What follows belongs to an exercise in optimizing a design on an open flow for small area, a short achievable clock period and few clock cycles per item; a production flow would make more cautious choices.
In this exercise RTL edits were held to simulation tests only and were not proved equivalent to the original.

== v6 ==
==> flow/design.v (excerpt) <==
module joint_angle_cosine (
    input  logic                         i_clk,
    input  logic                         i_rst_n,
    input  logic                         i_pt_valid,
    output logic                         o_pt_ready,
    input  logic signed [COORD_BITS-1:0] i_end1_x,
    input  logic signed [COORD_BITS-1:0] i_end1_y,
    input  logic signed [COORD_BITS-1:0] i_end1_z,
    input  logic signed [COORD_BITS-1:0] i_vertex_x,
    input  logic signed [COORD_BITS-1:0] i_vertex_y,
    input  logic signed [COORD_BITS-1:0] i_vertex_z,
    input  logic signed [COORD_BITS-1:0] i_end2_x,
    input  logic signed [COORD_BITS-1:0] i_end2_y,
    input  logic signed [COORD_BITS-1:0] i_end2_z,
    output logic                         o_cos_valid,
    input  logic                         i_cos_ready,
    output logic signed [COS_BITS-1:0]   o_cos_cosine_q14,
    output logic                         o_cos_degenerate
);
Size in the first run: ~17000 cells after synthesis, about 3700 flip-flops, ~170 I/O pins, ~200000 um2 of cells after synthesis.
export LEC_CHECK = 0
export CAP_MARGIN = 20
export CORE_MARGIN = 2
export CORE_UTILIZATION = 55
export CTS_BUF_LIST = sky130_fd_sc_hd__clkbuf_16
export CTS_CLUSTER_DIAMETER = 100
export CTS_CLUSTER_SIZE = 20
export SETUP_SLACK_MARGIN = 3.3
export SLEW_MARGIN = 20
export SYNTH_HIERARCHICAL = 1
create_clock -name core_clock -period 7.0 [get_ports {i_clk}]
run.sh (not shown) runs the stock make flow with config.mk's settings and CLKGATE_MAP_FILE= SYNTH_SCRIPT=/design/flow/synth_recipe.tcl, a recipe that flattens the netlist after the stock synthesis.
Testbench counts of v6, summed over its fixed seeds: cycles 4,124, items 4,000.
The following lists how v25 was set up differently from v6:
# v6
export LEC_CHECK = 0
export CAP_MARGIN = 20
export CORE_MARGIN = 2
export CORE_UTILIZATION = 55
export CTS_BUF_LIST = sky130_fd_sc_hd__clkbuf_16
export CTS_CLUSTER_DIAMETER = 100
export CTS_CLUSTER_SIZE = 20
export SETUP_SLACK_MARGIN = 3.3
export SLEW_MARGIN = 20
export SYNTH_HIERARCHICAL = 1
create_clock -name core_clock -period 7.0 [get_ports {i_clk}]
# v25
export LEC_CHECK = 0
export CAP_MARGIN = 20
export CORE_MARGIN = 2
export CORE_UTILIZATION = 55
export CTS_BUF_LIST = sky130_fd_sc_hd__clkbuf_16
export CTS_CLUSTER_DIAMETER = 110
export CTS_CLUSTER_SIZE = 22
export SETUP_SLACK_MARGIN = 3.8
export SLEW_MARGIN = 20
export SYNTH_HIERARCHICAL = 1
create_clock -name core_clock -period 7.0 [get_ports {i_clk}]
## What came out
v25 finished all stages; the layout is clean.
Delta (v25 minus v6): worst setup slack moved up; count of clock-buffer cells in the layout down 15.
The run showing the greater global-route usage is v25.
Going from v6 to v25, clock latency on the worst-skew pair decreased by 0.03 ns relative to the old numbers; detailed route wirelength on metal3 increased by 3.2 mm relative to the old numbers; global-route track usage on met3 increased by 0.51 points relative to the old numbers; count of non-CTS buffers in the layout increased by 728 relative to the old numbers.
Setup changes, v25 to v8
# v25
export LEC_CHECK = 0
export CAP_MARGIN = 20
export CORE_MARGIN = 2
export CORE_UTILIZATION = 55
export CTS_BUF_LIST = sky130_fd_sc_hd__clkbuf_16
export CTS_CLUSTER_DIAMETER = 110
export CTS_CLUSTER_SIZE = 22
export SETUP_SLACK_MARGIN = 3.8
export SLEW_MARGIN = 20
export SYNTH_HIERARCHICAL = 1
create_clock -name core_clock -period 7.0 [get_ports {i_clk}]
# v8
export LEC_CHECK = 0
export CAP_MARGIN = 20
export CORE_MARGIN = 2
export CORE_UTILIZATION = 45
export CTS_BUF_LIST = sky130_fd_sc_hd__clkbuf_16
export CTS_CLUSTER_DIAMETER = 130
export CTS_CLUSTER_SIZE = 26
export SETUP_SLACK_MARGIN = 3.6
export SLEW_MARGIN = 20
export SYNTH_HIERARCHICAL = 1
create_clock -name core_clock -period 7.0 [get_ports {i_clk}]
v25 -> v8: final clock period utilization by the worst path flat
Worst stage delay on the critical path (higher): v25
After detailed routing, v25 needs more wire than v8.
Comparing fraction of final layout cells with drive strength greater than 1 for v8 and v25, the smaller number came from v8.
The setup slack was comparable across v8 and v25.
Against v25, v8 comes in 12 mm lower on detailed-placement wirelength estimate.

========
Starting RTL as in the previous note.
export LEC_CHECK = 0
export CAP_MARGIN = 20
export CORE_MARGIN = 2
export CORE_UTILIZATION = 55
export CTS_BUF_LIST = sky130_fd_sc_hd__clkbuf_16
export CTS_CLUSTER_DIAMETER = 110
export CTS_CLUSTER_SIZE = 22
export SETUP_SLACK_MARGIN = 3.6
export SLEW_MARGIN = 20
export SYNTH_HIERARCHICAL = 1
create_clock -name core_clock -period 7.0 [get_ports {i_clk}]
The baseline completed without violations.
Testbench counts at the start, summed over its fixed seeds: cycles 4,124, items 4,000.
Rerun with:
CORE_UTILIZATION = 38   (was 55)
CTS_CLUSTER_DIAMETER = 130   (was 110)
CTS_CLUSTER_SIZE = 26   (was 22)
The new run completed without violations.
Global-route usage went down by 8.8 points.
Register-to-register slack is better by 150 ps.
Non-clock buffer count drops by 40.
Routed wire length decreases by 2.4%.
Design area climbs by 0.38%.

-- afterwards: timing with drivers on the ports --
The flow's constraints put no driver on any port. The routed layouts listed below were extracted and timed again, unchanged, in two steps.
Step 1 sets driving cells, clkbuf_16 on the clock port and buf_2 on the other inputs (assumed; they add their load-dependent delay and slew).
Step 2 also shifts input and output timing later by t, the mid clock arrival at the registers, as if the neighbouring blocks saw the same clock.
Slacks: no drivers / after step 1 / after step 2; pairs: no drivers / after step 1.
| run | t, ns | setup WS [ns] | hold slack, ns | clock arrival spread, ns | pins driven straight from the clock port |
|---|---|---|---|---|---|
| v6 | 1.036 | 3.228 / 3.228 / 2.648 | 0.262 / 0.262 / 0.262 | 0.111 / 0.111 | 1 |
| v25 | 1.034 | 3.482 / 3.482 / 3.140 | 0.294 / 0.294 / 0.294 | 0.083 / 0.083 | 1 |
| v8 | 1.034 | 3.483 / 3.483 / 2.776 | 0.272 / 0.272 / 0.272 | 0.100 / 0.100 | 1 |
| the first run of note 2 | 1.031 | 3.429 / 3.429 / 2.969 | 0.269 / 0.269 / 0.269 | 0.090 / 0.090 | 1 |
| the second run of note 2 | 1.034 | 3.579 / 3.579 / 2.987 | 0.242 / 0.242 / 0.242 | 0.148 / 0.147 | 1 |
After both steps every run listed still meets setup and hold. For v8, which loses most, drivers alone change the setup slack by 0.000 ns; drivers and shift together by -0.707 ns.
